Context: an optimization exercise on an open-source flow, tuned for a short achievable clock period and few clock cycles. The choices shown serve that exercise and are no tape-out recipe. At most, simulation tests tie the RTL to the original design; equivalence was not proved. Function not checked in run 3: the RTL went through the layout flow alone. Power and IR drop assume default switching activity.

==> config.mk <==
export PLATFORM = sky130hd
export DESIGN_NAME = rs485_half_duplex_frame_buffer_top
export DESIGN_NICKNAME = rs485_half_duplex_frame_buffer_top
export VERILOG_FILES = /design/flow/design.v
export SDC_FILE = /design/flow/constraint.sdc
export NUM_CORES = 4
export LEC_CHECK = 0
export ABC_CLOCK_PERIOD_IN_PS = 1800
export CAP_MARGIN = 20
export CORE_MARGIN = 2
export CORE_UTILIZATION = 65
export CTS_CLUSTER_SIZE = 40
export PLACE_DENSITY = 0.75
export SETUP_SLACK_MARGIN = 2.6
export SLEW_MARGIN = 20
export TNS_END_PERCENT = 20
==> constraint.sdc <==
create_clock -name core_clock -period 4.6 [get_ports {clock}]
set_input_delay 0.9200 -clock core_clock [delete_from_list [all_inputs] [get_ports {clock}]]
set_output_delay 0.9200 -clock core_clock [all_outputs]
set_load 0.01 [all_outputs]
==> design.v <==
`timescale 1ns / 1ps
package rs485_pkg;
   localparam int MODE_W  = 3;
   localparam int DATA_W  = 8;
   localparam int LIMIT_W = 16;
   localparam int KIND_W  = 2;
   localparam int COUNT_W = 7;
   localparam int TIMEOUT_W = 16;
   localparam logic [TIMEOUT_W-1:0] TIMEOUT_RESET = 16'd9;
   localparam logic [15:0] IDLE_MAX = 16'hFFFF;
   localparam logic [MODE_W-1:0] MODE_WRITE    = 3'd0;
   localparam logic [MODE_W-1:0] MODE_READ     = 3'd1;
   localparam logic [MODE_W-1:0] MODE_RX       = 3'd2;
   localparam logic [MODE_W-1:0] MODE_TX_READY = 3'd3;
   localparam logic [MODE_W-1:0] MODE_TX_DONE  = 3'd4;
   localparam logic [MODE_W-1:0] MODE_TICK     = 3'd5;
   localparam logic [KIND_W-1:0] KIND_STATUS    = 2'd0;
   localparam logic [KIND_W-1:0] KIND_TX_BYTE   = 2'd1;
   localparam logic [KIND_W-1:0] KIND_HOST_BYTE = 2'd2;
   localparam logic [KIND_W-1:0] KIND_NO_FRAME  = 2'd3;
   typedef enum logic [1:0] {
      PH_RECEIVING = 2'd0,
      PH_SENDING   = 2'd1,
      PH_DRAINING  = 2'd2
   } link_phase_type;
   typedef enum logic [1:0] {
      ST_IDLE     = 2'd0,
      ST_TX_FETCH = 2'd1,
      ST_FRAME    = 2'd2
   } ctrl_state_type;
endpackage
`timescale 1ns / 1ps
module rs485_ram #(
   parameter int WIDTH = 8,
   parameter int DEPTH = 64
) (
   input  logic                     clock,
   input  logic                     wr_en,
   input  logic [DEPTH-1:0]         wr_sel,
   input  logic [WIDTH-1:0]         wr_data,
   input  logic                     shift,
   output logic [WIDTH-1:0]         head0,
   output logic [WIDTH-1:0]         head1
);
   logic [DEPTH*WIDTH-1:0] mem;
   always_ff @(posedge clock) begin
      for (int i = 0; i < DEPTH - 1; i++) begin
         if (shift) begin
            mem[i*WIDTH +: WIDTH] <= mem[(i+1)*WIDTH +: WIDTH];
         end else if (wr_en && wr_sel[i]) begin
            mem[i*WIDTH +: WIDTH] <= wr_data;
         end
      end
      if (!shift && wr_en && wr_sel[DEPTH-1]) begin
         mem[(DEPTH-1)*WIDTH +: WIDTH] <= wr_data;
      end
   end
   assign head0 = mem[0 +: WIDTH];
   assign head1 = mem[WIDTH +: WIDTH];
endmodule
`timescale 1ns / 1ps
import rs485_pkg::*;
module rs485_half_duplex_frame_buffer_top #(
   parameter int BUFFER_DEPTH = 64
) (
   input  logic                            clock,
   input  logic                            reset,
   input  logic                            req_valid,
   output logic                            req_stall,
   input  logic [rs485_pkg::MODE_W-1:0]    req_mode,
   input  logic [rs485_pkg::DATA_W-1:0]    req_data,
   input  logic                            req_last,
   input  logic [rs485_pkg::LIMIT_W-1:0]   req_read_limit,
   output logic                            rsp_valid,
   input  logic                            rsp_stall,
   output logic [rs485_pkg::KIND_W-1:0]    rsp_kind,
   output logic [rs485_pkg::DATA_W-1:0]    rsp_byte_out,
   output logic                            rsp_final_res,
   output logic                            rsp_driver_enable,
   output logic [rs485_pkg::COUNT_W-1:0]   rsp_byte_count,
   input  logic                            csr_wr_en,
   input  logic [rs485_pkg::TIMEOUT_W-1:0] csr_wr_data
);
   localparam int D  = BUFFER_DEPTH;
   localparam int CW = $clog2(BUFFER_DEPTH + 1);
   localparam int RW = KIND_W + DATA_W + 1 + 1 + COUNT_W;
   logic                  r_valid, r_wr, r_rd, r_rx, r_txr, r_txd, r_tick;
   logic [DATA_W-1:0]     r_data;
   logic                  r_last;
   logic [CW-1:0]         r_lim;         
   logic                  r_lim_hi;      
   logic                  r_lim_z, r_lim_1, r_lim_ge2;
   logic                  stall_ff, stall_in;
   logic                  rst_q;
   logic                  ph_rx_ff, ph_tx_ff, ph_dr_ff;
   logic                  ph_rx_in, ph_tx_in, ph_dr_in;
   logic                  driving_ff, driving_in;
   logic [CW-1:0]         tx_cnt_ff, tx_cnt_in;
   logic [D-1:0]          tx_oh_ff, tx_oh_in;
   logic [CW-1:0]         rx_len_ff, rx_len_in;
   logic [D-1:0]          rx_oh_ff, rx_oh_in;
   logic [15:0]           idle_ff, idle_in;
   logic [16:0]           idle_p1_ff, idle_p1_in;   
   logic                  ige_ff, ige_in;
   logic [TIMEOUT_W-1:0]  timeout_ff;
   logic                  tmo_z_ff;                 
   logic [CW-1:0]         rem_ff, rem_in;           
   logic [CW-1:0]         total_ff, total_in;
   logic                  o_valid_ff, s_valid_ff, s_valid_in;
   logic [RW-1:0]         o_ff, s_ff;
   logic                  ready, proc, strm, produce;
   logic                  go_wr, go_rdfr, go_rx, go_txb, go_txe, go_txd, go_tick, go_rdz;
   logic                  tx_nz, tx_full, rx_nz, rx_1, rx_ge2, rem_ge2, rem_ge3, rem_2;
   logic                  n_nz, n_1, n_ge2, idle_clr, idle_inc;
   logic [CW-1:0]         n, tx_new, rx_len_p1;
   logic [RW-1:0]         p;
   logic [KIND_W-1:0]     p_kind;
   logic [DATA_W-1:0]     p_byte;
   logic                  p_final;
   logic [COUNT_W-1:0]    p_count;
   logic [DATA_W-1:0]     tx_h0, tx_h1, rx_h0, rx_h1;
   rs485_ram #(.WIDTH(DATA_W), .DEPTH(D)) u_tx_ram (
      .clock  (clock),
      .wr_en  (go_wr && !tx_full),
      .wr_sel (tx_oh_ff),
      .wr_data(r_data),
      .shift  (go_txb),
      .head0  (tx_h0),
      .head1  (tx_h1)
   );
   rs485_ram #(.WIDTH(DATA_W), .DEPTH(D)) u_rx_ram (
      .clock  (clock),
      .wr_en  (go_rx),
      .wr_sel (rx_oh_ff),
      .wr_data(r_data),
      .shift  (strm),
      .head0  (rx_h0),
      .head1  (rx_h1)
   );
   assign tx_nz     = (tx_cnt_ff != '0);
   assign tx_full   = tx_cnt_ff[CW-1];
   assign tx_new    = tx_full ? tx_cnt_ff : CW'(tx_cnt_ff + 1'b1);
   assign rx_nz     = (rx_len_ff != '0);
   assign rx_1      = (rx_len_ff == CW'(1));
   assign rx_ge2    = (rx_len_ff[CW-1:1] != '0);
   assign rx_len_p1 = CW'(rx_len_ff + 1'b1);
   assign rem_ge2   = (rem_ff[CW-1:1] != '0);
   assign rem_ge3   = (rem_ff[CW-1:2] != '0) || (rem_ff[1] && rem_ff[0]);
   assign rem_2     = (rem_ff == CW'(2));
   assign n     = (r_lim_hi || rx_len_ff <= r_lim) ? rx_len_ff : r_lim;
   assign n_nz  = !r_lim_z;                  
   assign n_1   = rx_1 || r_lim_1;           
   assign n_ge2 = rx_ge2 && r_lim_ge2;
   assign ready   = !stall_ff;
   assign strm    = rem_ge2 && !s_valid_ff;
   assign proc    = ready && r_valid;
   assign go_wr   = ready && r_wr && ph_rx_ff;
   assign go_rdz  = ready && r_rd && !rx_nz;
   assign go_rdfr = ready && r_rd && rx_nz && ige_ff;
   assign go_rx   = ready && r_rx && ph_rx_ff;
   assign go_txb  = ready && r_txr && ph_tx_ff && tx_nz;
   assign go_txe  = ready && r_txr && ph_tx_ff && !tx_nz;
   assign go_txd  = ready && r_txd && ph_dr_ff;
   assign go_tick = ready && r_tick;
   assign produce = strm || proc;
   always_comb begin
      ph_rx_in   = ph_rx_ff;
      ph_tx_in   = ph_tx_ff;
      ph_dr_in   = ph_dr_ff;
      driving_in = driving_ff;
      tx_cnt_in  = tx_cnt_ff;
      tx_oh_in   = tx_oh_ff;
      if (go_wr) begin
         tx_cnt_in = tx_new;
         if (!tx_full) begin
            tx_oh_in = {tx_oh_ff[D-2:0], tx_oh_ff[D-1]};
         end
         if (r_last) begin
            driving_in = 1'b1;
            ph_rx_in   = 1'b0;
            ph_tx_in   = 1'b1;
         end
      end
      if (go_txb) begin
         tx_cnt_in = CW'(tx_cnt_ff - 1'b1);
      end
      if (go_txe) begin
         ph_tx_in = 1'b0;
         ph_dr_in = 1'b1;
      end
      if (go_txd) begin
         driving_in = 1'b0;
         ph_dr_in   = 1'b0;
         ph_rx_in   = 1'b1;
         tx_cnt_in  = '0;
         tx_oh_in   = D'(1);
      end
      rx_len_in = rx_len_ff;
      rx_oh_in  = rx_oh_ff;
      if (go_rx) begin
         rx_len_in = rx_len_ff[CW-1] ? CW'(1) : rx_len_p1;
         rx_oh_in  = {rx_oh_ff[D-2:0], rx_oh_ff[D-1]};
      end
      if (go_rdfr) begin
         rx_len_in = '0;
         rx_oh_in  = D'(1);
      end
      idle_clr   = go_rx || go_rdz;
      idle_inc   = go_tick && !idle_p1_ff[16];
      idle_in    = idle_clr ? 16'd0 : idle_inc ? idle_p1_ff[15:0] : idle_ff;
      idle_p1_in = idle_clr ? 17'd1 : idle_inc ? 17'(idle_p1_ff + 1'b1) : idle_p1_ff;
      if (!ready) begin
         ige_in = ige_ff;
      end else if (idle_clr) begin
         ige_in = tmo_z_ff;
      end else if (idle_inc) begin
         ige_in = ({1'b0, timeout_ff} <= idle_p1_ff);
      end else begin
         ige_in = (timeout_ff <= idle_ff);
      end
      rem_in   = rem_ff;
      total_in = total_ff;
      if (strm) begin
         rem_in = CW'(rem_ff - 1'b1);
      end
      if (go_rdfr) begin
         rem_in   = n;
         total_in = n;
      end
      p_kind  = KIND_STATUS;
      p_byte  = '0;
      p_final = 1'b1;
      p_count = '0;
      if (strm) begin
         p_kind  = KIND_HOST_BYTE;
         p_byte  = rx_h1;
         p_final = rem_2;
         p_count = COUNT_W'(total_ff);
      end
      if (go_wr) begin
         p_count = COUNT_W'(tx_new);
      end
      if (ready && r_rd) begin
         if (!rx_nz || !ige_ff) begin
            p_kind = KIND_NO_FRAME;
         end else if (n_nz) begin
            p_kind  = KIND_HOST_BYTE;
            p_byte  = rx_h0;
            p_final = n_1;
            p_count = COUNT_W'(n);
         end
      end
      if (go_txb) begin
         p_kind = KIND_TX_BYTE;
         p_byte = tx_h0;
      end
      p = {p_kind, p_byte, p_final, driving_in, p_count};
      s_valid_in = o_valid_ff && rsp_stall && (s_valid_ff || produce);
      if (strm) begin
         stall_in = s_valid_in || rem_ge3;
      end else begin
         stall_in = s_valid_in || rem_ge2 || (go_rdfr && n_ge2);
      end
   end
   always_ff @(posedge clock) begin
      rst_q <= reset;
      if (reset) begin
         r_valid    <= 1'b0;
         r_wr       <= 1'b0;
         r_rd       <= 1'b0;
         r_rx       <= 1'b0;
         r_txr      <= 1'b0;
         r_txd      <= 1'b0;
         r_tick     <= 1'b0;
         stall_ff   <= 1'b0;
         timeout_ff <= TIMEOUT_RESET;
         tmo_z_ff   <= 1'b0;
         rem_ff     <= '0;
         o_valid_ff <= 1'b0;
         s_valid_ff <= 1'b0;
      end else begin
         if (ready) begin
            r_valid <= req_valid;
            r_wr    <= req_valid && (req_mode == MODE_WRITE);
            r_rd    <= req_valid && (req_mode == MODE_READ);
            r_rx    <= req_valid && (req_mode == MODE_RX);
            r_txr   <= req_valid && (req_mode == MODE_TX_READY);
            r_txd   <= req_valid && (req_mode == MODE_TX_DONE);
            r_tick  <= req_valid && (req_mode == MODE_TICK);
         end
         stall_ff   <= stall_in;
         if (csr_wr_en) begin
            timeout_ff <= csr_wr_data;
            tmo_z_ff   <= (csr_wr_data == '0);
         end
         rem_ff     <= rem_in;
         o_valid_ff <= s_valid_ff || produce || (o_valid_ff && rsp_stall);
         s_valid_ff <= s_valid_in;
      end
   end
   always_ff @(posedge clock) begin
      if (rst_q) begin
         ph_rx_ff   <= 1'b1;
         ph_tx_ff   <= 1'b0;
         ph_dr_ff   <= 1'b0;
         driving_ff <= 1'b0;
         tx_cnt_ff  <= '0;
         tx_oh_ff   <= D'(1);
         rx_len_ff  <= '0;
         rx_oh_ff   <= D'(1);
         idle_ff    <= '0;
         idle_p1_ff <= 17'd1;
         ige_ff     <= 1'b0;
      end else begin
         ph_rx_ff   <= ph_rx_in;
         ph_tx_ff   <= ph_tx_in;
         ph_dr_ff   <= ph_dr_in;
         driving_ff <= driving_in;
         tx_cnt_ff  <= tx_cnt_in;
         tx_oh_ff   <= tx_oh_in;
         rx_len_ff  <= rx_len_in;
         rx_oh_ff   <= rx_oh_in;
         idle_ff    <= idle_in;
         idle_p1_ff <= idle_p1_in;
         ige_ff     <= ige_in;
      end
   end
   always_ff @(posedge clock) begin
      if (ready) begin
         r_data    <= req_data;
         r_last    <= req_last;
         r_lim     <= req_read_limit[CW-1:0];
         r_lim_hi  <= (req_read_limit[LIMIT_W-1:CW] != '0);
         r_lim_z   <= (req_read_limit == '0);
         r_lim_1   <= (req_read_limit == 16'd1);
         r_lim_ge2 <= (req_read_limit[LIMIT_W-1:1] != '0);
      end
      total_ff <= total_in;
      if (!s_valid_ff) begin
         s_ff <= p;
      end
      if (!o_valid_ff || !rsp_stall) begin
         o_ff <= s_valid_ff ? s_ff : p;
      end
   end
   assign req_stall = stall_ff;
   assign rsp_valid = o_valid_ff;
   assign {rsp_kind, rsp_byte_out, rsp_final_res, rsp_driver_enable, rsp_byte_count} = o_ff;
endmodule
==> flow/run.sh <==
#!/bin/bash
# The standard ORFS layout, with two changes to how it is built:
#  - the port buffers are sky130_fd_sc_hd__buf_4 cells instead of the
#    delay-cell buffers buffer_ports picks by default;
#  - the resizer may change a cell to any cell of the same function
#    (MATCH_CELL_FOOTPRINT=0), not only one with the same footprint.
# The whole make output goes to standard_flow.log; ORFS keeps each step's log
# under orfs/logs/.
set -euo pipefail
bash standard.sh "BUFFER_PORTS_ARGS=-buffer_cell sky130_fd_sc_hd__buf_4" \
   MATCH_CELL_FOOTPRINT=0 finish > standard_flow.log 2>&1
==> standard.sh <==
#!/bin/bash
# synth_recipe.tcl (not shown) runs the flow's synth.tcl, then flattens the netlist and writes it again
# the make line also repeats each setting of config.mk as NAME=value (left out here)
make -C /OpenROAD-flow-scripts/flow DESIGN_CONFIG=/design/flow/config.mk WORK_HOME=/design/flow/orfs CLKGATE_MAP_FILE= SYNTH_SCRIPT=/design/flow/synth_recipe.tcl "${@:-finish}"
==> results of run 1 <==
==> metrics by stage <==
stage	hold WS, ps	util [%]	instance area [um2]	setup slack [ps]	power [mW]
floorplan	422.5	-	51580	2481	26.79
global placement	437.8	66.87	52660	1399	29.20
detailed placement	446.4	66.87	52660	1274	29.77
CTS	343.0	74.84	58930	2242	42.06
global route	341.8	78.99	62200	2168	44.26
finish	365.8	78.99	62200	2192	42.70
==> registers in the layout (all words and copies together) (netlist names), 7 cells and up <==
register      count
idle_ff          16
rem_ff            7
tx_oh_ff         64
r_lim             7
rx_oh_ff         64
r_data            8
o_ff             19
total_ff          7
u_rx_ram.mem    512
idle_p1_ff       17
rx_len_ff         7
timeout_ff       16
tx_cnt_ff         7
u_tx_ram.mem    512
s_ff             19
==> metal layers <==
layer  share of wire (%)  wire length, um
met1                  38            52200
met2                  47            64420
met3                  11            14930
met4                 4.1             5603
met5                   0                0
==> cells by family after synthesis <==
group / synth area share, %
DFF: 71.43
AOI/OAI and AO/OA: 17.92
and+or+nand+nor: 5.503
buffers and inverters: 3.029
adders and majority gates: 1.189
xor gates and xnor gates: 0.4418
muxes: 0.4855
==> path summary, 6_finish.rpt <==
kind                                          end  slack [ps]
worst max-delay path            u_tx_ram.mem[279]        2190
worst min-delay path                    r_data[6]         370
worst max register to register  u_tx_ram.mem[279]        2190
worst min register to register         idle_ff[8]         460
==> power groups by stage <==
stage | Clock, mW | Combinational (mW) | Sequential [mW]
2_1_floorplan | 0 | 7.87 | 18.9
3_3_place_gp | 0 | 10.0 | 19.2
3_5_place_dp | 0 | 10.5 | 19.3
4_1_cts | 10.9 | 12.0 | 19.1
5_1_grt | 11.4 | 13.5 | 19.4
6_report | 10.9 | 12.5 | 19.2
==> Yosys cell counts (5+ instances only) <==
cell type | number | area, um2
a211oi_1 | 9 | 67.56
a21o_1 | 1013 | 7605
a21oi_1 | 176 | 880.8
a311oi_1 | 8 | 70.07
a31oi_1 | 9 | 56.30
and2_1 | 18 | 112.6
and3_1 | 5 | 31.28
buf_1 | 19 | 71.32
buf_2 | 63 | 315.3
clkbuf_1 | 236 | 885.9
dfxtp_1 | 234 | 4684
edfxtp_1 | 1070 | 32130
ha_1 | 49 | 613.1
inv_1 | 71 | 266.5
mux2i_1 | 25 | 250.2
nand2_1 | 454 | 1704
nand3_1 | 19 | 95.09
nand3b_1 | 5 | 37.54
nand4_1 | 13 | 81.33
nor2_1 | 90 | 337.8
nor3_1 | 25 | 125.1
nor4_1 | 11 | 68.82
o21ai_0 | 17 | 85.08
o22ai_1 | 16 | 100.1
o31ai_1 | 11 | 82.58
or3_1 | 5 | 31.28
xnor2_1 | 17 | 148.9
xor2_1 | 9 | 78.83
==> what timing repair did <==
action | CTS | global route
hold buffers | 0 | 0
resized for setup | 164 | 327
hold endpoints to repair | 0 | 0
gates cloned | 52 | 71
setup buffers | 60 | 76
endpoints found under the setup margin | 2282 | 2035
pin swaps | 12 | 147
==> final cells by class <==
class	count	area, um2
Inverter	71	270.3
Clock inverter	66	664.4
Timing Repair Buffer	351	4730
Tap cell	1050	1314
Clock buffer	177	3729
Fill cell	4016	16540
Antenna cell	2	5.005
Sequential cell	1304	36860
Multi-Input combinational cell	2089	14630
==> run summary, run 1 <==
Timing
Measured against its own limit, the worst slew margin works out to 26.05%. The count of pins over their slew limit is 0. The number of failing hold endpoints at the final stage is 0. The maximum operating frequency is slightly above 400 MHz. The measured slew at the worst slew-check pin is 1107 ps. Setup violations remaining at the end of the flow were counted as 0. The setup clock skew after layout is 28.32 ps. The clock period minus final worst setup slack is 2408 ps. The total negative slack for setup checks is 0 ps. The post-route clock period utilization is 52.34%. Setup repair after global routing could not meet its margin everywhere.

Floorplan
The die outline height is around 290 um. The chip width is between 200 and 300 um. During I/O placement, the number of pins put on the boundary was 70. The effective utilization at floorplan is 65.46%. The initialized floorplan defines 103 standard-cell rows. The total core area is 0.07874 mm2. The floorplan die area is 0.08156 mm2.

GRT
For this run the aggregate overflow at the end of global routing stands at 0. The number of global-route vias before repair was 31410. The total track usage is between 20% and 30%. The pin count of the biggest net entering global routing is 84. The first global-routing pass estimated ~180000 um of wire. In the global route stage, met1 resource usage came out at 41.78%. The number of antenna violations at the first check in global routing is 1. The met3 usage is 5.486%. After global routing, the most crowded layer is met2. Global routing consumed, on the met2 layer, 45.53% of the routing resources.

Clock network
In this run the number of H-tree levels came out at 4. The clock passes through at most 3 buffers. TritonCTS built the clock tree. The number of clock sinks seen by CTS is 1304. The tree is rooted in a clkbuf_16. The clock latency of the later-clocked register in the worst-skew pair is 750 ps. The number of buffers inserted during clock tree synthesis is 131. The register clock-pin slew on the reported worst setup and hold paths is 70 ps.

Yosys
The post-synthesis area per instance is roughly 14 um2. The fraction of registers with async set/reset is 0%. The post-synthesis sequential element count is 1304. Counting every net in the synthesized netlist gives 3856. The count of different cell masters after synthesis is 60. Sequential elements use just over 70% of the synthesized area. In the synthesized netlist the dominant register cell turns out to be edfxtp_1. The yosys synthesis warning count is 2. The number of synthesized flops with an enable pin is 1070. In the synthesized netlist, the number of instances is 3758. The post-synth design cell area is 0.05154 mm2.

Place
Port buffering added 69 buffers. The HPWL after detailed placement is between 50000 and 60000 um. After detailed placement, the design holds a cell count of 4606. At the end of routability-driven placement, the weighted congestion stood at 0.8510.

Worst hold path
In this run the worst hold path is classified as primary input to flop. The hold-critical path depth is 1. The startpoint of the lowest-slack hold path is req_data[6].

Routing
The iteration-0 DRC count of the detailed router is 4313. The number of nets with antenna violations after detailed routing is 0. The average wire per cell in the routed design is ~27 um. The detailed-route via count is 33910. In the routed layout, each cell is associated on average with a via count of 6.637. In the routed design, unresolved DRC markers number 0.

The total length of routed wires is about 140000 um. The detailed-routing iteration count for the pre-antenna-repair pass is 8.

Critical path
In this run the critical register-to-register path is launched from stall_ff. The number of logic stages on the critical path including buffering is 8. The number of cells on the worst reg-to-reg path is 8. The number of buffers and inverters on the critical path is 4. The critical path's slowest cell is nand3b_1. Of all nets on the critical path, the largest fanout is 8. The top cell family by delay on the critical path is simple AND/OR/NAND/NOR gates. The data arrival time at the worst-slack endpoint is ~2800 ps. The worst setup path is captured at a flop.

The most critical setup path has its startpoint at stall_ff. The setup path with the least slack is of type flop to flop. The element type at the critical path start is a flop. The delay of the slowest cell on the worst path is 400 ps. The required time reported for the critical path endpoint is 5000 ps.

The signal on the critical path passes through buf_6, nand3b_1, nor2_4, buf_6, clkbuf_16, buf_12, nand2_1, nand2_1.

Power
The net switching fraction of the power is between 30% and 40%. In this run the power spent charging and discharging nets is 13.32 mW. Power spread over the standard cell area amounts to around 690 mW/mm2. Of the total power, the clock network draws 25.6%.

In this run the static leakage power is between 20 and 30 nW. Cell internal power was estimated by the tool at 29.38 mW. The relative contribution of combinational cells to total power is 29.4%. The maximum resistive drop on vdd is roughly 0.57 mV. Of the total power, registers draw 45.0%.

Cells and area
The signed area change from the synthesized netlist to the final layout is 20.68%. The non-filler instance count after layout is slightly above 5000. For this run, the post-layout net count is 4046. The share of cells above drive strength 1 is a little over 20%.

Leaving out fill and tap cells, the most frequent cells in the layout are edfxtp_1 (1070), a21o_1 (1012), nand2_1 (400), dfxtp_1 (215), clkbuf_16 (195). The most common cell after layout, fill and taps aside is edfxtp_1.

Job
The count of maximum capacitance violations is 0.

Outcome
The flow ran to the end and the layout has no timing, DRC or antenna violations.
Testbench counts, summed over its fixed seeds: cycles 9,281.
==> run 2, diff against run 1 <==
--- a/config.mk
+++ b/config.mk
@@ -8,9 +8,7 @@
 export ABC_CLOCK_PERIOD_IN_PS = 1800
 export CAP_MARGIN = 20
 export CORE_MARGIN = 2
-export CORE_UTILIZATION = 65
-export CTS_CLUSTER_SIZE = 40
-export PLACE_DENSITY = 0.75
+export CORE_UTILIZATION = 55
 export SETUP_SLACK_MARGIN = 2.6
 export SLEW_MARGIN = 20
 export TNS_END_PERCENT = 20
==> run 2 against run 1 <==
Compared with the run above: still clean; non-clock buffer count shrank 78; count of clock-buffer cells in the layout rose by 27; area after synthesis is the same; fmax grew 0.95%; combinational power grew 3%; clock power hardly changed; utilization shrank 13 points; critical path depth fell by 1; worst hold slack got worse by 0.80 ps; largest cell class unchanged; highest routed layer is now met5.
==> run summary, run 2 <==
Outcome
The flow ran to the end and the layout has no timing, DRC or antenna violations.

Clock network
The number of buffers inserted during clock tree synthesis is between 100 and 150. The TritonCTS clock tree is built. The register clock-pin slew on the reported worst setup and hold paths is ~60 ps. The depth of the CTS H-tree is 4.

For this design, the CTS-stage hold fixing added 0 buffers. The number of clock sinks seen by CTS is 1304. The clock latency of the later-clocked register in the worst-skew pair is approximately 750 ps. The cell chosen for the clock root is clkbuf_16. Counting along the longest clock path gives a buffer depth of 3.

Critical path
Data on the critical path arrives at its endpoint at 2850 ps. The critical path's slowest cell is or4_4. The worst-path maximum fanout is 6. The number of logic stages on the critical path including buffering is 7. The buffer and inverter count on the worst path is 2. At the worst endpoint, the required time is 5060 ps. The critical path start-end classification is flop to flop.

The nature of the critical path endpoint is a flop. The delay of the slowest cell on the worst path is 590 ps. For the worst flop-to-flop path, the logic depth is 7.

Broken down by cell family, the worst path's largest delay share belongs to compound AO/OA/AOI/OAI gates. Walking the worst path, the cells encountered are or4_4, o311ai_4, buf_6, clkbuf_16, nor2_4, a311oi_4, o31ai_4. STA classifies the critical path startpoint as a flop.

Yosys
The count of different cell masters after synthesis is 60. The sequential share of the synthesized area is 71.43%. The post-synthesis area per instance is 13.72 um2. The number of synthesized flops with an enable pin is 1070. After synthesis, the share of flip-flops with an asynchronous set or reset is 0%. The commonest cells after synthesis are edfxtp_1 (1070), a21o_1 (1013), nand2_1 (454). Synthesis produced a netlist with a net count of 3856.

The post-synth design cell area is 0.05154 mm2. Counting flops and latches in the post-synthesis netlist gives ~1300. Summed over all instances, the cell type with the most area after synthesis is edfxtp_1. In the post-synthesis netlist, the cell with the most instances is edfxtp_1. Synthesis produced roughly 3800 cells. For this run, the leading register cell type out of synthesis is edfxtp_1. Ranked by total cell area, the synthesized netlist is headed by edfxtp_1 (62%), a21o_1 (15%), dfxtp_1 (9.1%). The yosys synthesis warning count is 2. The share of Yosys cell area claimed by the top area cell type is 62.34%.

Cells and area
The signed area change from the synthesized netlist to the final layout is 18.97%. The net count of the finished layout is 3972. The largest registers in the layout are u_rx_ram.mem: 512 flops, u_tx_ram.mem: 512 flops.

Cells with a size suffix above 1 make up between 10% and 20% of the layout. The most common cell after layout, fill and taps aside is edfxtp_1. Leaving out fill and tap cells, the most frequent cells in the layout are edfxtp_1 (1070), a21o_1 (1012), nand2_1 (350), dfxtp_1 (213), clkbuf_16 (167).

Floorplan
The effective utilization at floorplan is 55.39%. The die is 310.1 um wide. The total core area is a little over 0.09 mm2.

The I/O pin count is 70. The die is 310.1 um tall. The die covers around 0.096 mm2. The site row count is 112.

Routing
Wires add up to 127900 um. After detailed routing, the number of remaining DRC violations is 0. The detailed-routing iteration count for the pre-antenna-repair pass is 5. The number of nets with antenna violations after detailed routing is 0. Detailed routing inserted a total of 31500 vias.

The ratio of routed vias to standard cells is 6.009. The detailed router finished its first iteration with about 3000 violations. The average wire per cell in the routed design is 24.40 um.

Timing
Between clock sinks in the finished design, the worst skew comes to 25.74 ps. The maximum operating frequency is 419.3 MHz. The count of pins over their slew limit is 0. For the pin with the worst max-slew slack, the measured transition is 835.9 ps. For the final routed database, the setup TNS stands at 0 ps.

The number of failing hold endpoints at the final stage is 0. The post-route clock period utilization is about half. Setup repair after global routing could not meet its margin everywhere.

The worst max-slew margin expressed relative to the limit is 44.28%. Setup violations remaining at the end of the flow were counted as 0. The clock period minus final worst setup slack is 2385 ps.

In the post-route analysis, the smallest setup slack over all paths is 2215 ps. The worst hold slack is 365.0 ps.

GRT
The first global-routing pass estimated 185200 um of wire. The number of antenna violations at the first check in global routing is 3. The number of global-route vias before repair came to 31020.

The total track usage is 25.17%. The total overflow reported by the global router is 0. The pin count of the biggest net entering global routing is 174.

Power
Dividing total power by cell area gives a power density of roughly 700 mW/mm2. The maximum resistive drop on vdd is roughly 0.60 mV. For this design the static power due to leakage is approximately 27 nW.

Place
The half-perimeter wire length after detailed placement is 60830 um. The pre-CTS setup slack is 1342 ps. The number of buffers inserted by port buffering is between 60 and 70. The final weighted congestion in routability-driven placement is just over 0.8.

Worst hold path
The path category of the worst min-delay check is primary input to flop. The hold-critical path depth is 1.

Job
The count of maximum capacitance violations is 0.
[run 2: metrics by stage]
step                      instances  util [%]  area [um2]  total power [mW]
after floorplan                3758         -       51580             26.79
after global routing           5241     65.90       61320             44.60
final                          5242     65.90       61320             42.73
after CTS                      5160     63.95       59500             41.47
after global placement         4805     56.91       52960             29.81
after detailed placement       4805     56.91       52960             30.13
[run 2: repair_timing]
action                                  in CTS  in global routing
gates resized for setup                    247                208
pin swaps                                   35                 44
cloned                                      37                 26
endpoints found under the setup margin    2284               2175
setup buffers                               68                 54
endpoints found under the hold margin        0                  0
[run 2: final timing paths]
path,slack (ps),from,endpoint
max,2210,rx_len_ff[4],o_ff[12]
min,360,req_data[5],r_data[5]
max reg2reg,2210,rx_len_ff[4],o_ff[12]
min reg2reg,450,rx_oh_ff[38],rx_oh_ff[38]
[run 2: kinds of logic after synthesis]
group | after synthesis | share of synthesized area, %
buffers and inverters | 391 | 3.029
adders and majority gates | 49 | 1.189
DFF | 1304 | 71.43
AOI/OAI and AO/OA | 1290 | 17.92
xor gates and xnor gates | 26 | 0.4418
muxes | 25 | 0.4855
and+or+nand+nor | 673 | 5.503
[run 2: power by group]
part | internal (mW) | switching, mW | total [mW] | leakage [nW]
clock | 6.22 | 4.49 | 10.7 | 2.12
sequential | 18.1 | 1.01 | 19.2 | 12.2
combinational | 5.10 | 7.76 | 12.9 | 12.2
[run 2: per-layer routing]
layer	share of wire (%)	wire, um	track usage, %	vias up
met3	5.7	7272	3.944	229
met1	42	53590	33.97	16140
li1	-	-	-	14100
met4	2.9	3686	8.628	2
met5	0.016	20	0	-
met2	50	63320	41.84	1027
[run 2: final cells by class]
| cell class | instances | area, um2 |
|---|---|---|
| Timing Repair Buffer | 273 | 3337 |
| Tap cell | 1254 | 1569 |
| Antenna cell | 2 | 5.005 |
| Clock buffer | 204 | 3945 |
| Sequential cell | 1304 | 36860 |
| Clock inverter | 46 | 392.9 |
| Fill cell | 6745 | 31730 |
| Multi-Input combinational cell | 2088 | 14940 |
| Inverter | 71 | 270.3 |
==> run 3, diff against run 2 <==
--- a/design.v
+++ b/design.v
@@ -40,7 +40,8 @@
    input  logic [WIDTH-1:0]         wr_data,
    input  logic                     shift,
    output logic [WIDTH-1:0]         head0,
-   output logic [WIDTH-1:0]         head1
+   output logic [WIDTH-1:0]         head1,
+   output logic [WIDTH-1:0]         head2
 );
    logic [DEPTH*WIDTH-1:0] mem;
    always_ff @(posedge clock) begin
@@ -57,6 +58,7 @@
    end
    assign head0 = mem[0 +: WIDTH];
    assign head1 = mem[WIDTH +: WIDTH];
+   assign head2 = mem[2*WIDTH +: WIDTH];
 endmodule
 `timescale 1ns / 1ps
 import rs485_pkg::*;
@@ -107,7 +109,8 @@
    logic [CW-1:0]         rem_ff, rem_in;           
    logic [CW-1:0]         total_ff, total_in;
    logic                  o_valid_ff, s_valid_ff, s_valid_in;
-   logic [RW-1:0]         o_ff, s_ff;
+   logic [RW-1:0]         o_ff, s_ff, b_ff, o_new;
+   logic                  o_hold, o_valid_in;
    logic                  ready, proc, strm, produce;
    logic                  go_wr, go_rdfr, go_rx, go_txb, go_txe, go_txd, go_tick, go_rdz;
    logic                  tx_nz, tx_full, rx_nz, rx_1, rx_ge2, rem_ge2, rem_ge3, rem_2;
@@ -118,25 +121,33 @@
    logic [DATA_W-1:0]     p_byte;
    logic                  p_final;
    logic [COUNT_W-1:0]    p_count;
-   logic [DATA_W-1:0]     tx_h0, tx_h1, rx_h0, rx_h1;
+   logic [DATA_W-1:0]     tx_h0, tx_h1, tx_h2, rx_h0, rx_h1, rx_h2;
+   logic [DATA_W-1:0]     wdata_q;                  
+   logic                  tx_wpend_ff, tx_spend_ff, rx_wpend_ff, rx_spend_ff;
+   logic [DATA_W-1:0]     tx_byte, rx_byte0, rx_byte1;
    rs485_ram #(.WIDTH(DATA_W), .DEPTH(D)) u_tx_ram (
       .clock  (clock),
-      .wr_en  (go_wr && !tx_full),
-      .wr_sel (tx_oh_ff),
-      .wr_data(r_data),
-      .shift  (go_txb),
+      .wr_en  (tx_wpend_ff),
+      .wr_sel ({tx_oh_ff[0], tx_oh_ff[D-1:1]}),
+      .wr_data(wdata_q),
+      .shift  (tx_spend_ff),
       .head0  (tx_h0),
-      .head1  (tx_h1)
+      .head1  (tx_h1),
+      .head2  (tx_h2)
    );
    rs485_ram #(.WIDTH(DATA_W), .DEPTH(D)) u_rx_ram (
       .clock  (clock),
-      .wr_en  (go_rx),
-      .wr_sel (rx_oh_ff),
-      .wr_data(r_data),
-      .shift  (strm),
+      .wr_en  (rx_wpend_ff),
+      .wr_sel ({rx_oh_ff[0], rx_oh_ff[D-1:1]}),
+      .wr_data(wdata_q),
+      .shift  (rx_spend_ff),
       .head0  (rx_h0),
-      .head1  (rx_h1)
+      .head1  (rx_h1),
+      .head2  (rx_h2)
    );
+   assign tx_byte  = tx_spend_ff ? tx_h1 : (tx_wpend_ff && tx_oh_ff[1]) ? wdata_q : tx_h0;
+   assign rx_byte0 = (rx_wpend_ff && rx_oh_ff[1]) ? wdata_q : rx_h0;
+   assign rx_byte1 = rx_spend_ff ? rx_h2 : rx_h1;
    assign tx_nz     = (tx_cnt_ff != '0);
    assign tx_full   = tx_cnt_ff[CW-1];
    assign tx_new    = tx_full ? tx_cnt_ff : CW'(tx_cnt_ff + 1'b1);
@@ -233,7 +244,7 @@
       p_count = '0;
       if (strm) begin
          p_kind  = KIND_HOST_BYTE;
-         p_byte  = rx_h1;
+         p_byte  = rx_byte1;
          p_final = rem_2;
          p_count = COUNT_W'(total_ff);
       end
@@ -245,14 +256,14 @@
             p_kind = KIND_NO_FRAME;
          end else if (n_nz) begin
             p_kind  = KIND_HOST_BYTE;
-            p_byte  = rx_h0;
+            p_byte  = rx_byte0;
             p_final = n_1;
             p_count = COUNT_W'(n);
          end
       end
       if (go_txb) begin
          p_kind = KIND_TX_BYTE;
-         p_byte = tx_h0;
+         p_byte = tx_byte;
       end
       p = {p_kind, p_byte, p_final, driving_in, p_count};
       s_valid_in = o_valid_ff && rsp_stall && (s_valid_ff || produce);
@@ -294,7 +305,7 @@
             tmo_z_ff   <= (csr_wr_data == '0);
          end
          rem_ff     <= rem_in;
-         o_valid_ff <= s_valid_ff || produce || (o_valid_ff && rsp_stall);
+         o_valid_ff <= o_valid_in;
          s_valid_ff <= s_valid_in;
       end
    end
@@ -336,14 +347,23 @@
          r_lim_ge2 <= (req_read_limit[LIMIT_W-1:1] != '0);
       end
       total_ff <= total_in;
+      wdata_q     <= r_data;
+      tx_wpend_ff <= go_wr && !tx_full;
+      tx_spend_ff <= go_txb;
+      rx_wpend_ff <= go_rx;
+      rx_spend_ff <= strm;
       if (!s_valid_ff) begin
          s_ff <= p;
       end
-      if (!o_valid_ff || !rsp_stall) begin
-         o_ff <= s_valid_ff ? s_ff : p;
+      o_ff <= o_hold ? b_ff : o_new;
+      if (!o_hold && o_valid_in) begin
+         b_ff <= o_new;
       end
    end
-   assign req_stall = stall_ff;
+   assign o_hold     = o_valid_ff && rsp_stall;
+   assign o_valid_in = s_valid_ff || produce || o_hold;
+   assign o_new      = s_valid_ff ? s_ff : p;
+   assign req_stall  = stall_ff;
    assign rsp_valid = o_valid_ff;
    assign {rsp_kind, rsp_byte_out, rsp_final_res, rsp_driver_enable, rsp_byte_count} = o_ff;
 endmodule
==> run 3 against run 2 <==
Compared with the run above: sequential power shrank 3%; area after synthesis grew 2.9%; design area shrank 0.44%; sequential share of layout area grew 1.0 points; fmax grew 3.7%; clock skew shrank 4.5 ps; synthesized cell count grew 30%; via count grew 10%; critical path depth grew 1; setup slack gained 85 ps; critical path type unchanged; highest routed layer unchanged.
==> run summary, run 3 <==
Outcome
The run finished with no timing, DRC or antenna violations.

Timing
The number of setup violations in the final report is 0. The setup clock skew after layout is 21.26 ps. The worst path needs 2300 ps of the cycle, external delays included. Setup repair after global routing could not meet its margin everywhere. In this run the tightest slew margin relative to its limit is 21.34%. The post-route clock period utilization is 50.00%. The number of failing hold endpoints at the final stage was 0. Across all setup checks in the final design, the least slack found is approximately 2300 ps.

For the pin with the worst max-slew slack, the measured transition is 1180 ps. Static timing analysis puts the maximum clock frequency at 434.8 MHz. Setup total negative slack on the finished layout was measured at 0 ps. The count of pins over their slew limit came to 0.

Critical path
STA classifies the critical path endpoint as a flop. The worst reg2reg path startpoint is rx_len_ff[2]. Along the worst path, the maximum fanout reaches 6.

The worst setup path is launched from a flop. The required time reported for the critical path endpoint is roughly 5300 ps. The buffer and inverter count on the worst path is 2. The data arrival time at the worst-slack endpoint is 2980 ps. Grouping stages by cell kind, the critical path spends the most delay in simple AND/OR/NAND/NOR gates. The critical path start-end classification is flop to flop. The largest single stage delay on the critical path is 590 ps.

The critical path's slowest cell is or4_4. The worst setup slack for register-to-register paths is 2300 ps. The critical path goes through or4_4, o31ai_4, buf_12, buf_6, nor2_1, mux2_4, o31ai_4, mux2_4.

In this run the worst setup path begins at rx_len_ff[2].

Floorplan
Measured along the x axis, the die boundary spans 314.5 um. For this design the top-level I/O count stands at 70. The die covers between 0.09 and 0.1 mm2. The total core area is 0.09529 mm2.

From bottom edge to top edge, the die measures ~310 um. The floorplan has 113 rows. For this configuration, the core starts out at a cell density of 55.65%.

Routing
The detailed-route via count is roughly 35000. The total length of routed wires is 123800 um. Dividing the detail-routed wire length by the instance count gives around 20 um. In this run, the number of DRC markers left after iteration 0 of detailed routing was between 2000 and 3000. Using the TritonRoute via totals, the vias-per-cell ratio works out to 5.521. The number of nets with antenna violations after detailed routing is 0.

For this run, design rule violations remaining after detail routing come to 0. Before antenna repair, the detailed router went through 5 iterations.

Power
Combinational logic burns a little over a fifth of the power. For this design the ratio of total power to cell area is ~620 mW/mm2. The net switching fraction of the power is 29.45%. The cell internal power dissipation is 26.62 mW. The share of total power in the clock network is 29.6%. The analysis attributes to cell leakage a power of 24.97 nW. The analysis attributes to net switching a power of 11.11 mW.

Sequential cells account for approximately 49% of the total power. The maximum resistive drop on vdd is 0.4661 mV.

GRT
The number of antenna violations at the first check in global routing came to 2. Global routing used 24.65% of the available tracks across all layers. The first-pass GRT wire length is 192200 um. Entering global routing, the biggest net connects 145 pins. The total overflow reported by the global router is 0. The number of global-route vias before repair is between 30000 and 40000.

Clock network
The TritonCTS clock tree is built. Clock latency on the worst-skew pair, taken at its later pin, is 730 ps. The number of clock sinks seen by CTS is approximately 1300. After clock tree synthesis, the clock-pin slew on the worst setup and hold paths is 60 ps. The number of buffers inserted during clock tree synthesis is 140. The cell chosen for the clock root is clkbuf_16. The count of hold buffers inserted by post-cts repair is 0. In this run the number of H-tree levels came out at 4. The longest clock path from root to sink contains 3 buffers.

Cells and area
The share of cells above drive strength 1 is 12.32%. The most common cell after layout, fill and taps aside is nand2_1. The count of filler cells inserted in the layout is 7724. Once layout is done, the placed cells without fillers occupy between 0.06 and 0.07 mm2. The utilization of the core after routing is 64.07%.

The repair_antennas step left the layout with diodes totalling 0. At the end of the flow, the number of nets in the layout was 5000. In the layout the commonest cells are nand2_1 (2330), edfxtp_1 (1054), dfxtp_1 (257), clkbuf_16 (153), a21o_1 (133). The largest registers in the layout are u_rx_ram.mem: 512 flops, u_tx_ram.mem: 512 flops. The signed area change from the synthesized netlist to the final layout is 15.13%.

Worst hold path
In this run the most critical hold path is launched from r_data[2]. The tightest min-delay check is of the flop to flop type.

Yosys
After synthesis, the share of flip-flops with an asynchronous set or reset is 0%. The sequential share of the synthesized area is 70.30%. The mapped netlist covers ~0.053 mm2.

After synthesis, the netlist uses 56 different library cells. The most frequent cell after synthesis is nand2_1. Synthesis produced a netlist with a net count of 4979. Counting flops with a built-in enable in the synthesized netlist gives 1054. After synthesis the netlist holds a flip-flop and latch count of roughly 1300.

The cell type contributing the most total cell area after synthesis is edfxtp_1. The post-synthesis area per instance is 10.86 um2. The share of Yosys cell area claimed by the top area cell type is about 60%. For this run, the number of Yosys warnings is 2. In the synthesized netlist, the cells that appear most often are nand2_1 (2335), edfxtp_1 (1054), clkbuf_1 (307).

By area the synthesized netlist is led by edfxtp_1 (60%), nand2_1 (17%), dfxtp_1 (11%). The post-synthesis cell count is 4881. For this run, the leading register cell type out of synthesis is edfxtp_1.

Place
The final weighted congestion in routability-driven placement is 0.7915. Port buffering added 69 buffers. OpenSTA, run right after detailed placement, puts the worst setup slack at 1681 ps. The half-perimeter wire length after detailed placement is 59340 um. In this run the cell area measured after placement is 0.05426 mm2.

Job
The count of maximum capacitance violations is 0.
==> run 3: final timing paths <==
kind                     end  cells past startpoint
setup / recovery     o_ff[6]                      8
hold / removal    wdata_q[2]                      0
setup reg to reg     o_ff[6]                      8
hold reg to reg   wdata_q[2]                      0
==> run 3: cells by family after synthesis <==
family | synth area share, %
mux | 1.010
simple gates | 18.84
buf+inv | 2.940
flops | 70.30
compound gates | 5.267
xor+xnor | 0.4955
fa+ha+maj | 1.156
==> run 3: cell type report <==
class                           instances  area, um2  area share [%]
Sequential cell                      1335      37330           61.14
Multi-Input combinational cell       3165      15280           25.03
Clock buffer                          193       3950           6.470
Timing Repair Buffer                  193       2058           3.371
Tap cell                             1265       1583           2.593
Clock inverter                         64      578.1          0.9468
Inverter                               66      266.5          0.4365
Timing Repair inverter                  1      7.507         0.01230
==> run 3: power groups by stage <==
stage	clock [mW]	combinational, mW	sequential, mW
after floorplan	0	5.23	18.3
after global placement	0	7.13	18.8
after detailed placement	0	7.21	18.8
after CTS	11.4	7.83	18.6
after global routing	11.8	9.04	18.8
final	11.2	7.99	18.6
==> run 3: metrics by stage <==
step                      total power [mW]  hold slack (ps)  std cells
after global routing                 39.68            335.3       6282
final                                37.73            330.9       6282
after detailed placement             25.99            326.9       5901
after floorplan                      23.54            323.3       4881
after global placement               25.91            326.3       5900
after CTS                            37.77            318.9       6260
==> run 3: what timing repair did <==
| action | 4_1_cts | 5_1_grt |
|---|---|---|
| endpoints found under the setup margin | 2157 | 1280 |
| gates cloned | 29 | 4 |
| gates resized for setup | 153 | 84 |
| buffers inserted | 73 | 18 |
| pin swaps | 45 | 21 |
==> run 3: metal layers <==
layer | vias up | wire length (um) | part of all wire, % | GRT usage [%]
met1 | 17250 | 54600 | 44 | 33.98
met2 | 826 | 60170 | 49 | 40.75
li1 | 16380 | - | - | -
met4 | 4 | 3231 | 2.6 | 7.673
met5 | - | 15 | 0.012 | 0
met3 | 224 | 5807 | 4.7 | 3.498
==> run 4, diff against run 3 <==
--- a/design.v
+++ b/design.v
@@ -90,9 +90,11 @@
    logic [DATA_W-1:0]     r_data;
    logic                  r_last;
    logic [CW-1:0]         r_lim;         
-   logic                  r_lim_hi;      
    logic                  r_lim_z, r_lim_1, r_lim_ge2;
-   logic                  stall_ff, stall_in;
+   logic                  le_ff, le_in;   
+   logic                  lim_hi_in;
+   logic                  stall_ff, stall_in;     
+   logic                  ready_ff;               
    logic                  rst_q;
    logic                  ph_rx_ff, ph_tx_ff, ph_dr_ff;
    logic                  ph_rx_in, ph_tx_in, ph_dr_in;
@@ -108,12 +110,14 @@
    logic                  tmo_z_ff;                 
    logic [CW-1:0]         rem_ff, rem_in;           
    logic [CW-1:0]         total_ff, total_in;
-   logic                  o_valid_ff, s_valid_ff, s_valid_in;
+   logic                  o_valid_ff, s_valid_ff, s_valid_in;   
+   logic                  o_empty_ff;                           
    logic [RW-1:0]         o_ff, s_ff, b_ff, o_new;
    logic                  o_hold, o_valid_in;
    logic                  ready, proc, strm, produce;
    logic                  go_wr, go_rdfr, go_rx, go_txb, go_txe, go_txd, go_tick, go_rdz;
-   logic                  tx_nz, tx_full, rx_nz, rx_1, rx_ge2, rem_ge2, rem_ge3, rem_2;
+   logic                  tx_full, rem_ge2, rem_ge3, rem_2;
+   logic                  tx_nz, rx_nz, rx_1, rx_ge2;   
    logic                  n_nz, n_1, n_ge2, idle_clr, idle_inc;
    logic [CW-1:0]         n, tx_new, rx_len_p1;
    logic [RW-1:0]         p;
@@ -148,21 +152,17 @@
    assign tx_byte  = tx_spend_ff ? tx_h1 : (tx_wpend_ff && tx_oh_ff[1]) ? wdata_q : tx_h0;
    assign rx_byte0 = (rx_wpend_ff && rx_oh_ff[1]) ? wdata_q : rx_h0;
    assign rx_byte1 = rx_spend_ff ? rx_h2 : rx_h1;
-   assign tx_nz     = (tx_cnt_ff != '0);
    assign tx_full   = tx_cnt_ff[CW-1];
    assign tx_new    = tx_full ? tx_cnt_ff : CW'(tx_cnt_ff + 1'b1);
-   assign rx_nz     = (rx_len_ff != '0);
-   assign rx_1      = (rx_len_ff == CW'(1));
-   assign rx_ge2    = (rx_len_ff[CW-1:1] != '0);
    assign rx_len_p1 = CW'(rx_len_ff + 1'b1);
    assign rem_ge2   = (rem_ff[CW-1:1] != '0);
    assign rem_ge3   = (rem_ff[CW-1:2] != '0) || (rem_ff[1] && rem_ff[0]);
    assign rem_2     = (rem_ff == CW'(2));
-   assign n     = (r_lim_hi || rx_len_ff <= r_lim) ? rx_len_ff : r_lim;
+   assign n     = le_ff ? rx_len_ff : r_lim;
    assign n_nz  = !r_lim_z;                  
    assign n_1   = rx_1 || r_lim_1;           
    assign n_ge2 = rx_ge2 && r_lim_ge2;
-   assign ready   = !stall_ff;
+   assign ready   = ready_ff;
    assign strm    = rem_ge2 && !s_valid_ff;
    assign proc    = ready && r_valid;
    assign go_wr   = ready && r_wr && ph_rx_ff;
@@ -229,6 +229,18 @@
       end else begin
          ige_in = (timeout_ff <= idle_ff);
       end
+      lim_hi_in = (req_read_limit[LIMIT_W-1:CW] != '0);
+      if (!ready) begin
+         le_in = le_ff;
+      end else if (go_rx && rx_len_ff[CW-1]) begin
+         le_in = lim_hi_in || (req_read_limit[CW-1:0] != '0);
+      end else if (go_rx) begin
+         le_in = lim_hi_in || (rx_len_ff < req_read_limit[CW-1:0]);
+      end else if (go_rdfr) begin
+         le_in = 1'b1;
+      end else begin
+         le_in = lim_hi_in || (rx_len_ff <= req_read_limit[CW-1:0]);
+      end
       rem_in   = rem_ff;
       total_in = total_ff;
       if (strm) begin
@@ -266,7 +278,7 @@
          p_byte = tx_byte;
       end
       p = {p_kind, p_byte, p_final, driving_in, p_count};
-      s_valid_in = o_valid_ff && rsp_stall && (s_valid_ff || produce);
+      s_valid_in = !o_empty_ff && rsp_stall && (s_valid_ff || produce);
       if (strm) begin
          stall_in = s_valid_in || rem_ge3;
       end else begin
@@ -284,10 +296,12 @@
          r_txd      <= 1'b0;
          r_tick     <= 1'b0;
          stall_ff   <= 1'b0;
+         ready_ff   <= 1'b1;
          timeout_ff <= TIMEOUT_RESET;
          tmo_z_ff   <= 1'b0;
          rem_ff     <= '0;
          o_valid_ff <= 1'b0;
+         o_empty_ff <= 1'b1;
          s_valid_ff <= 1'b0;
       end else begin
          if (ready) begin
@@ -300,12 +314,14 @@
             r_tick  <= req_valid && (req_mode == MODE_TICK);
          end
          stall_ff   <= stall_in;
+         ready_ff   <= !stall_in;
          if (csr_wr_en) begin
             timeout_ff <= csr_wr_data;
             tmo_z_ff   <= (csr_wr_data == '0);
          end
          rem_ff     <= rem_in;
          o_valid_ff <= o_valid_in;
+         o_empty_ff <= !o_valid_in;
          s_valid_ff <= s_valid_in;
       end
    end
@@ -322,6 +338,11 @@
          idle_ff    <= '0;
          idle_p1_ff <= 17'd1;
          ige_ff     <= 1'b0;
+         le_ff      <= 1'b1;
+         tx_nz      <= 1'b0;
+         rx_nz      <= 1'b0;
+         rx_1       <= 1'b0;
+         rx_ge2     <= 1'b0;
       end else begin
          ph_rx_ff   <= ph_rx_in;
          ph_tx_ff   <= ph_tx_in;
@@ -334,6 +355,11 @@
          idle_ff    <= idle_in;
          idle_p1_ff <= idle_p1_in;
          ige_ff     <= ige_in;
+         le_ff      <= le_in;
+         tx_nz      <= (tx_cnt_in != '0);
+         rx_nz      <= (rx_len_in != '0);
+         rx_1       <= (rx_len_in == CW'(1));
+         rx_ge2     <= (rx_len_in[CW-1:1] != '0);
       end
    end
    always_ff @(posedge clock) begin
@@ -341,7 +367,6 @@
          r_data    <= req_data;
          r_last    <= req_last;
          r_lim     <= req_read_limit[CW-1:0];
-         r_lim_hi  <= (req_read_limit[LIMIT_W-1:CW] != '0);
          r_lim_z   <= (req_read_limit == '0);
          r_lim_1   <= (req_read_limit == 16'd1);
          r_lim_ge2 <= (req_read_limit[LIMIT_W-1:1] != '0);
@@ -360,7 +385,7 @@
          b_ff <= o_new;
       end
    end
-   assign o_hold     = o_valid_ff && rsp_stall;
+   assign o_hold     = !o_empty_ff && rsp_stall;
    assign o_valid_in = s_valid_ff || produce || o_hold;
    assign o_new      = s_valid_ff ? s_ff : p;
    assign req_stall  = stall_ff;
==> flow/run.sh (replaced) <==
#!/bin/bash
# The standard ORFS layout, with three changes to how it is built:
#  - the port buffers are sky130_fd_sc_hd__buf_4 cells instead of the
#    delay-cell buffers buffer_ports picks by default;
#  - the resizer may change a cell to any cell of the same function
#    (MATCH_CELL_FOOTPRINT=0), not only one with the same footprint;
#  - clock tree synthesis clusters up to 30 sinks within 100 um per leaf
#    buffer and adds no dummy loads, which gives a tree with fewer levels and
#    a shorter insertion delay for every register alike.
# The whole make output goes to standard_flow.log; ORFS keeps each step's log
# under orfs/logs/.
set -euo pipefail
bash standard.sh "BUFFER_PORTS_ARGS=-buffer_cell sky130_fd_sc_hd__buf_4" \
   MATCH_CELL_FOOTPRINT=0 \
   "CTS_ARGS=-sink_clustering_enable -repair_clock_nets -sink_clustering_size 30 -sink_clustering_max_diameter 100 -dont_use_dummy_load" \
   finish > standard_flow.log 2>&1
==> run 4 against run 3 <==
Compared with the run above: still clean; die area rose by 0.30%; power is 16% lower; utilization shrank 5.4 points; clock power decreased by 51%; area after synthesis increased by 0.30%; non-clock buffer count down 57; critical endpoint is now tx_nz; largest cell class unchanged.
==> run summary, run 4 <==
Yosys
The synthesized design spends more area on one cell type than any other, namely edfxtp_1. In this run the mean area of a mapped cell was about 11 um2. Of the total synthesized cell area, the portion taken by AND, OR, NAND and NOR gates is 18.65%. Yosys printed 2 warnings. Synthesis produced 4885 cells. The combinational family with the most area after synthesis is simple AND/OR/NAND/NOR gates. The synthesized design devotes to its leading area cell type 59.45% of total area. The xor and xnor fraction of the mapped netlist area is 0.5269%. The flip-flop cell with the highest count after synthesis is edfxtp_1. The number of nets handed over by synthesis was 4980.

The number of synthesized flops with an enable pin is 1053. By instance count, the leading cell after synthesis is nand2_1. Sorting the synthesized cells by area gives the leading types as edfxtp_1 (59%), nand2_1 (17%), dfxtp_1 (11%). Synthesis instantiated 63 different standard cells from the library.

Summing the areas of all fa, ha and maj instances in the mapped netlist gives 1.082% of the synthesized area. Ranked by instance count, the synthesized netlist is headed by nand2_1 (2339), edfxtp_1 (1053), clkbuf_1 (321). Summing the areas of all compound-gate instances in the mapped netlist gives 5.194% of the synthesized area.

Of the post-synthesis cell area, the part taken by muxes is 1.334%. The post-synth design cell area is approximately 0.053 mm2. In this run, synthesis produced a sequential element count of 1341. Counting flops with an async set or reset pin after synthesis yields a share of 0%. Sequential elements use roughly 70% of the synthesized area.

Critical path
The required time reported for the critical path endpoint is roughly 5200 ps. The setup check on the worst reg-to-reg path leaves a slack of 2490 ps. The buffer and inverter count on the worst path is 1. The worst setup path is launched from a flop. The top cell family by delay on the critical path is simple AND/OR/NAND/NOR gates. The critical path's slowest cell is or4_1. The nature of the critical path endpoint is a flop. The signal on the critical path passes through nand4_1, buf_4, nor4_2, a31oi_1, xor2_1, nor2_1, or4_1. Measured in cells, the most critical reg-to-reg path has a length of 7. In this run the worst path has a maximum fanout of 17.

STA puts the critical path data arrival time at 2670 ps. The setup path with the least slack is of type flop to flop. In this run the critical register-to-register path is captured at tx_nz. The worst register-to-register path begins at r_txr. In this design, the stage delay of the slowest critical-path cell is 540 ps.

Routing
The number of nets with antenna violations after detailed routing is 0. The ratio of routed vias to standard cells is 5.425. The average wire per cell in the routed design is 17.84 um.

Detailed routing inserted a total of 32610 vias. The total length of routed wires is 107200 um. The number of remaining DRC errors is 0. The iteration-0 DRC count of the detailed router is 2845. The detailed-routing iteration count for the pre-antenna-repair pass is 5.

Timing
Setup repair after global routing could not meet its margin everywhere. Derived from the worst setup path, the maximum achievable clock frequency is 472.9 MHz. The count of pins over their slew limit is 0. The clock period minus final worst setup slack is 2115 ps. The number of setup violations in the final report is 0. The post-route clock period utilization is between 40 and 50%.

The worst max-slew margin expressed relative to the limit is a little under a third. For the pin with the worst max-slew slack, the measured transition is 1022 ps. The total negative slack for setup checks is 0 ps.

The number of failing hold endpoints at the final stage is 0. The setup clock skew after layout is roughly 48 ps.

Power
The analysis attributes to cell leakage a power of 22.88 nW. IR analysis of the VDD net gives a maximum drop of 0.3442 mV. The total power divided by cell area is ~560 mW/mm2. The design draws 31.51 mW.

Cells and area
The final layout contains 4831 nets. The share of cells above drive strength 1 is 6.443%. The largest registers in the layout are u_rx_ram.mem: 512 flops, u_tx_ram.mem: 512 flops. The area growth from synthesis to layout is 6.272%. The most common cell after layout, fill and taps aside is nand2_1. The repair_antennas step left the layout with diodes totalling 0. The top cell types in the final layout, fill and taps aside, are nand2_1 (2338), edfxtp_1 (1053), dfxtp_1 (267), a21oi_1 (182), a21o_1 (139).

GRT
Global routing used 21.51% of the available tracks. Entering global routing, the biggest net connects 196 pins. The number of antenna violations at the first check in global routing is 1.

The number of global-route vias before repair is 31690. The first-pass GRT wire length is 173000 um. The total overflow reported by the global router is 0.

Worst hold path
The worst hold path begins at r_data[7]. The end point of the worst hold path is wdata_q[7]. The hold-critical path depth is 0.

The path class of the tightest hold or removal check is flop to flop.

Floorplan
The die covers 0.09921 mm2. The total core area is 0.09628 mm2. The chip width is 315.0 um. The I/O pin count is 70. The die outline height is 315.0 um. The site row count is 114.

For this configuration, the core starts out at a cell density of 55.24%.

Place
The half-perimeter wire length after detailed placement is 60270 um. The number of buffers inserted by port buffering is 69. The final weighted congestion in routability-driven placement is approximately 0.82.

Clock network
For the worst-skew pair, the clock arrives at the later sink with an insertion delay of 680 ps. The depth of the CTS H-tree is 2. The number of buffers inserted during clock tree synthesis is 51. The number of clock sinks seen by CTS is 1341. In this run, post-CTS hold repair placed 0 buffers. The TritonCTS clock tree is built. Clock tree synthesis selected as its root buffer the cell clkbuf_16. The maximum buffer depth of the clock tree is 3.

The register clock-pin slew on the reported worst setup and hold paths is 110 ps.

Job
The count of maximum capacitance violations is 0.

Outcome
The flow ran to the end and the layout has no timing, DRC or antenna violations.
[run 4: cell count changes after synthesis, sizes merged, moves of 6 or more]
cell	previous run	this run
o2bb2ai	0	8
nor2	98	81
a211o	10	0
o21ai	61	42
clkbuf	307	321
nand3b	14	4
and3	11	5
nand3	19	27
mux2	20	39
buf	30	21
dfxtp	281	288
a21o	133	139
[run 4: layout make-up]
type                    count  area, um2
well taps                1276       1597
multi-input cells        3142      14610
repair buffers            136       1364
flip-flops and latches   1341      37430
clock buffers              51       1276
fillers                  8234      39760
inverters                  64      247.7
[run 4: how the worst max path moves through the flow]
stage / from / end / slack, ps / depth (start not counted)
2_1_floorplan: tx_spend_ff / u_tx_ram.mem[392] / 2600 / 5
3_3_place_gp: ready_ff / tx_nz / 1340 / 9
3_5_place_dp: ready_ff / tx_nz / 1320 / 9
4_1_cts: o_ff[1] / rsp_byte_count[1] / 2430 / 1
5_1_grt: ph_rx_ff / tx_nz / 2430 / 9
6_report: r_txr / tx_nz / 2490 / 7
[run 4: cells by family (layout without fill, tap and decap cells)]
family,after synthesis,count (layout)
AO/OA/AOI/OAI,440,441
XOR/XNOR,32,32
adder cells (fa/ha/maj),46,46
buffers and inverters,406,251
flip-flops,1341,1341
multiplexers,66,66
AND/OR/NAND/NOR,2554,2557
[run 4: through the flow]
| stage | cell area [um2] | setup WS (ps) | util [%] | hold WS, ps | std cells |
|---|---|---|---|---|---|
| 2_1_floorplan | 53210 | 2600 | - | 323.3 | 4885 |
| 3_3_place_gp | 54380 | 1344 | 56.48 | 324.5 | 5920 |
| 3_5_place_dp | 54380 | 1323 | 56.48 | 326.9 | 5920 |
| 4_1_cts | 56170 | 2433 | 58.34 | 341.5 | 5994 |
| 5_1_grt | 56520 | 2431 | 58.71 | 347.3 | 6010 |
| 6_report | 56520 | 2485 | 58.71 | 340.3 | 6010 |
[run 4: repair_timing]
action                      CTS  global route
cloned                        7             2
resized for setup            59            51
setup buffers                16            14
pin swaps                     4             9
setup endpoints to repair  2045           393
[run 4: report_power, final]
| group | switching, mW | internal (mW) | leakage (nW) |
|---|---|---|---|
| logic | 5.03 | 2.39 | 9.79 |
| clock network | 3.48 | 2.01 | 0.628 |
| registers | 1.02 | 17.6 | 12.5 |
| total | 9.53 | 22.0 | 22.9 |
[run 4: per-layer routing]
| metal | routed length (um) | global-route usage [%] | vias up |
|---|---|---|---|
| met5 | 0 | 0 | - |
| met1 | 51320 | 31.74 | 16130 |
| met3 | 3960 | 2.480 | 100 |
| met2 | 50300 | 34.96 | 510 |
| li1 | - | - | 15870 |
| met4 | 1675 | 3.864 | 0 |
Testbench counts of run 4, summed over its fixed seeds: cycles 9,281.
==> run 5, diff against run 4 <==
--- a/config.mk
+++ b/config.mk
@@ -5,10 +5,11 @@
 export SDC_FILE = /design/flow/constraint.sdc
 export NUM_CORES = 4
 export LEC_CHECK = 0
-export ABC_CLOCK_PERIOD_IN_PS = 1800
+export ABC_CLOCK_PERIOD_IN_PS = 1600
 export CAP_MARGIN = 20
 export CORE_MARGIN = 2
-export CORE_UTILIZATION = 55
-export SETUP_SLACK_MARGIN = 2.6
+export CORE_UTILIZATION = 65
+export PLACE_DENSITY = 0.7
+export SETUP_SLACK_MARGIN = 2.8
 export SLEW_MARGIN = 20
 export TNS_END_PERCENT = 20
==> run 5 against run 4 <==
Compared with the run above: still clean; power up 1.5%; combinational power up 7.0%; die area shrank 15%; sequential power hardly changed; global-route usage increased by 4.4 points; count of clock-buffer cells in the layout shrank 1; setup slack gained 41 ps; via count rose by 3.3%; critical endpoint unchanged; largest cell class unchanged; highest routed layer unchanged.
==> run summary, run 5 <==
Critical path
The delay of the slowest cell on the worst path is 500 ps. The element type at the critical path start is a flop. Walking the worst path, the cells encountered are nand4_1, buf_4, inv_6, a31oi_1, o22a_1, o21a_1, or4_1. Data arrives at the worst endpoint at roughly 2600 ps. The worst-path maximum fanout is 18. The critical path's slowest cell is or4_1. By startpoint and endpoint, the worst setup path is classified as flop to flop. The nature of the critical path endpoint is a flop.

Data on the critical path is required at its endpoint by 5140 ps.

Yosys
The count of different cell masters after synthesis is 63. The post-synthesis cell count is 4885. In the synthesized netlist the async set-or-reset flop fraction comes to 0%.

Synthesis produced a netlist with a net count of about 5000. The number of synthesized flops with an enable pin is 1053. The most common cell in the synthesized netlist is nand2_1.

The most used flip-flop cell after synthesis is edfxtp_1. The yosys synthesis warning count is 2. The biggest area contributor in the post-synthesis netlist is edfxtp_1.

After synthesis the cells add up to 0.05319 mm2. Summed over its instances, the top area cell type makes up 59.45% of the synthesized netlist area. Yosys attributes the largest share of cell area to edfxtp_1 (59%), nand2_1 (17%), dfxtp_1 (11%). The post-synthesis area per instance is roughly 11 um2. The commonest cells after synthesis are nand2_1 (2339), edfxtp_1 (1053), clkbuf_1 (321). The sequential share of the synthesized area is 70.29%. After synthesis the netlist holds a flip-flop and latch count of between 1000 and 1500.

Place
The half-perimeter wire length after detailed placement is 59470 um. The placed standard-cell area is 0.05416 mm2. The number of buffers inserted by port buffering is 69. The final weighted congestion in routability-driven placement is 0.8451.

Clock network
Counting the buffers created by CTS gives 50. After clock tree synthesis, the clock-pin slew on the worst setup and hold paths is 110 ps. Clock latency on the worst-skew pair, taken at its later pin, is 660 ps. The clock tree synthesis step divided the H-tree into 2 levels. No sink is reached through more buffers than the 3 on the longest clock path.

TritonCTS built the clock tree. The number of hold buffers added after CTS was 0. The number of clock sinks seen by CTS is 1341. The cell chosen for the clock root is clkbuf_16.

Floorplan
The floorplan has 104 rows. The total core area is between 0.08 and 0.09 mm2. The die outline height is 290.1 um. For this configuration, the core starts out at a cell density of between 60% and 70%. The I/O pin count is 70. The floorplan die area is 0.08413 mm2. The chip width is 290.1 um.

Timing
At the pin with the least slew margin, the transition time is 874.2 ps. For the final routed database, the setup TNS stands at 0 ps. Across the routed clock network, the largest skew measured is 24.16 ps. Setup repair after global routing could not meet its margin everywhere. The number of setup violations in the final report is 0. Static timing analysis puts the maximum clock frequency at 482.2 MHz. The count of pins over their slew limit is 0. The number of failing hold endpoints at the final stage was 0. The worst max-slew margin expressed relative to the limit is 41.72%.

Across all hold checks on the routed design, the worst slack comes to 357.4 ps. The worst path uses between 40 and 50% of the clock period. For the finished layout, the period the worst path requires is about 2100 ps.

GRT
The total overflow reported by the global router is 0. Entering global routing, the biggest net connects 180 pins. The first-pass GRT wire length is 175800 um. The number of antenna violations at the first check in global routing came to 0. Global routing used 25.95% of the available tracks across all layers. The number of global-route vias before repair came to 31930.

Worst hold path
The path category of the worst min-delay check is flop to flop.

Job
The tool flagged a number of max-cap violations equal to 0.

Cells and area
The combined area of the multi-input logic cells is around 0.015 mm2. The sequential cell area is 0.03748 mm2. The library cells used most frequently in the layout, excluding fill and tap cells, are nand2_1 (2335), edfxtp_1 (1053), dfxtp_1 (236), a21oi_1 (179), a21o_1 (137). The final design instance area without fill is about 0.057 mm2. At the end of the flow, the number of nets in the layout was roughly 5000.

Cells with a size suffix above 1 make up a little under a tenth of the layout. Leaving out fill and tap cells, the most frequent cell in the layout is nand2_1. The number of antenna diodes in the final layout is 0. The signed area change from the synthesized netlist to the final layout is 7.575%. The largest registers in the layout are u_rx_ram.mem: 512 flops, u_tx_ram.mem: 512 flops. The count of filler cells inserted in the layout is about 5900. The utilization of the core after routing is 70.81%.

Power
The worst-case IR drop observed on VDD is ~0.45 mV. The completed layout was analyzed and its total power is 31.97 mW. The total power divided by cell area is 558.8 mW/mm2.

The leakage power total is approximately 23 nW.

Routing
After detailed routing, the average wire length per cell comes to about 19 um. In the routed layout, each cell is associated on average with a via count of 5.758. The total length of routed wires is 112000 um. The number of remaining DRC errors is 0. The detailed-routing iteration count for the pre-antenna-repair pass is 5. In this run the remaining antenna-violating nets after routing total 0.

The detailed-route via count is ~34000. In this run, the number of DRC markers left after iteration 0 of detailed routing was around 3200.

Outcome
The run finished with no timing, DRC or antenna violations.
[run 5: cells by family after synthesis]
family	after synthesis	share of synthesized area, %
DFF	1341	70.29
AOI/OAI and AO/OA	440	5.194
muxes	66	1.334
adders and majority gates	46	1.082
xor gates and xnor gates	32	0.5269
buffers and inverters	406	2.917
and+or+nand+nor	2554	18.65
[run 5: stage by stage]
stage	instances	setup slack (ps)
global placement	5706	1394
finish	5847	2526
detailed placement	5706	1376
floorplan	4885	2644
global route	5847	2445
CTS	5814	2550
[run 5: path summary, 6_finish.rpt]
kind	endpoint	slack (ps)	from	cells after the start
max	tx_nz	2530	r_txr	7
min	wdata_q[5]	360	r_data[5]	0
max reg2reg	tx_nz	2530	r_txr	7
min reg2reg	wdata_q[5]	360	r_data[5]	0
[run 5: worst max-delay path: cells and delay by family (launching register included)]
kind	cells	cell delay, ps
compound gates	3	480
buf+inv	2	340
flops	1	440
simple gates	2	670
[run 5: timing repair]
| item | in CTS | in global routing |
|---|---|---|
| endpoints found under the setup margin | 2204 | 1340 |
| cloned | 21 | 6 |
| resized for setup | 113 | 140 |
| pin swaps | 12 | 32 |
| buffers inserted | 37 | 27 |
[run 5: cell type report]
type / count / area share, %
clock buffers: 50 / 2.187
inverters: 64 / 0.5073
multi-input cells: 3157 / 26.31
flip-flops and latches: 1341 / 65.50
well taps: 1060 / 2.318
repair buffers: 172 / 3.123
repair inverters: 3 / 0.05467
[run 5: power by group]
part | internal (mW) | switching (mW)
Clock | 1.97 | 3.42
Sequential | 17.6 | 1.05
Combinational | 2.65 | 5.30
[run 5: layer usage]
metal / up-vias / wire length, um / share of wire, % / GRT usage (%)
li1: 16010 / - / - / -
met1: 16570 / 49280 / 44 / 37.78
met2: 938 / 54220 / 48 / 42.82
met3: 149 / 5981 / 5.3 / 2.558
met4: 0 / 2555 / 2.3 / 6.174
met5: - / 0 / 0 / 0
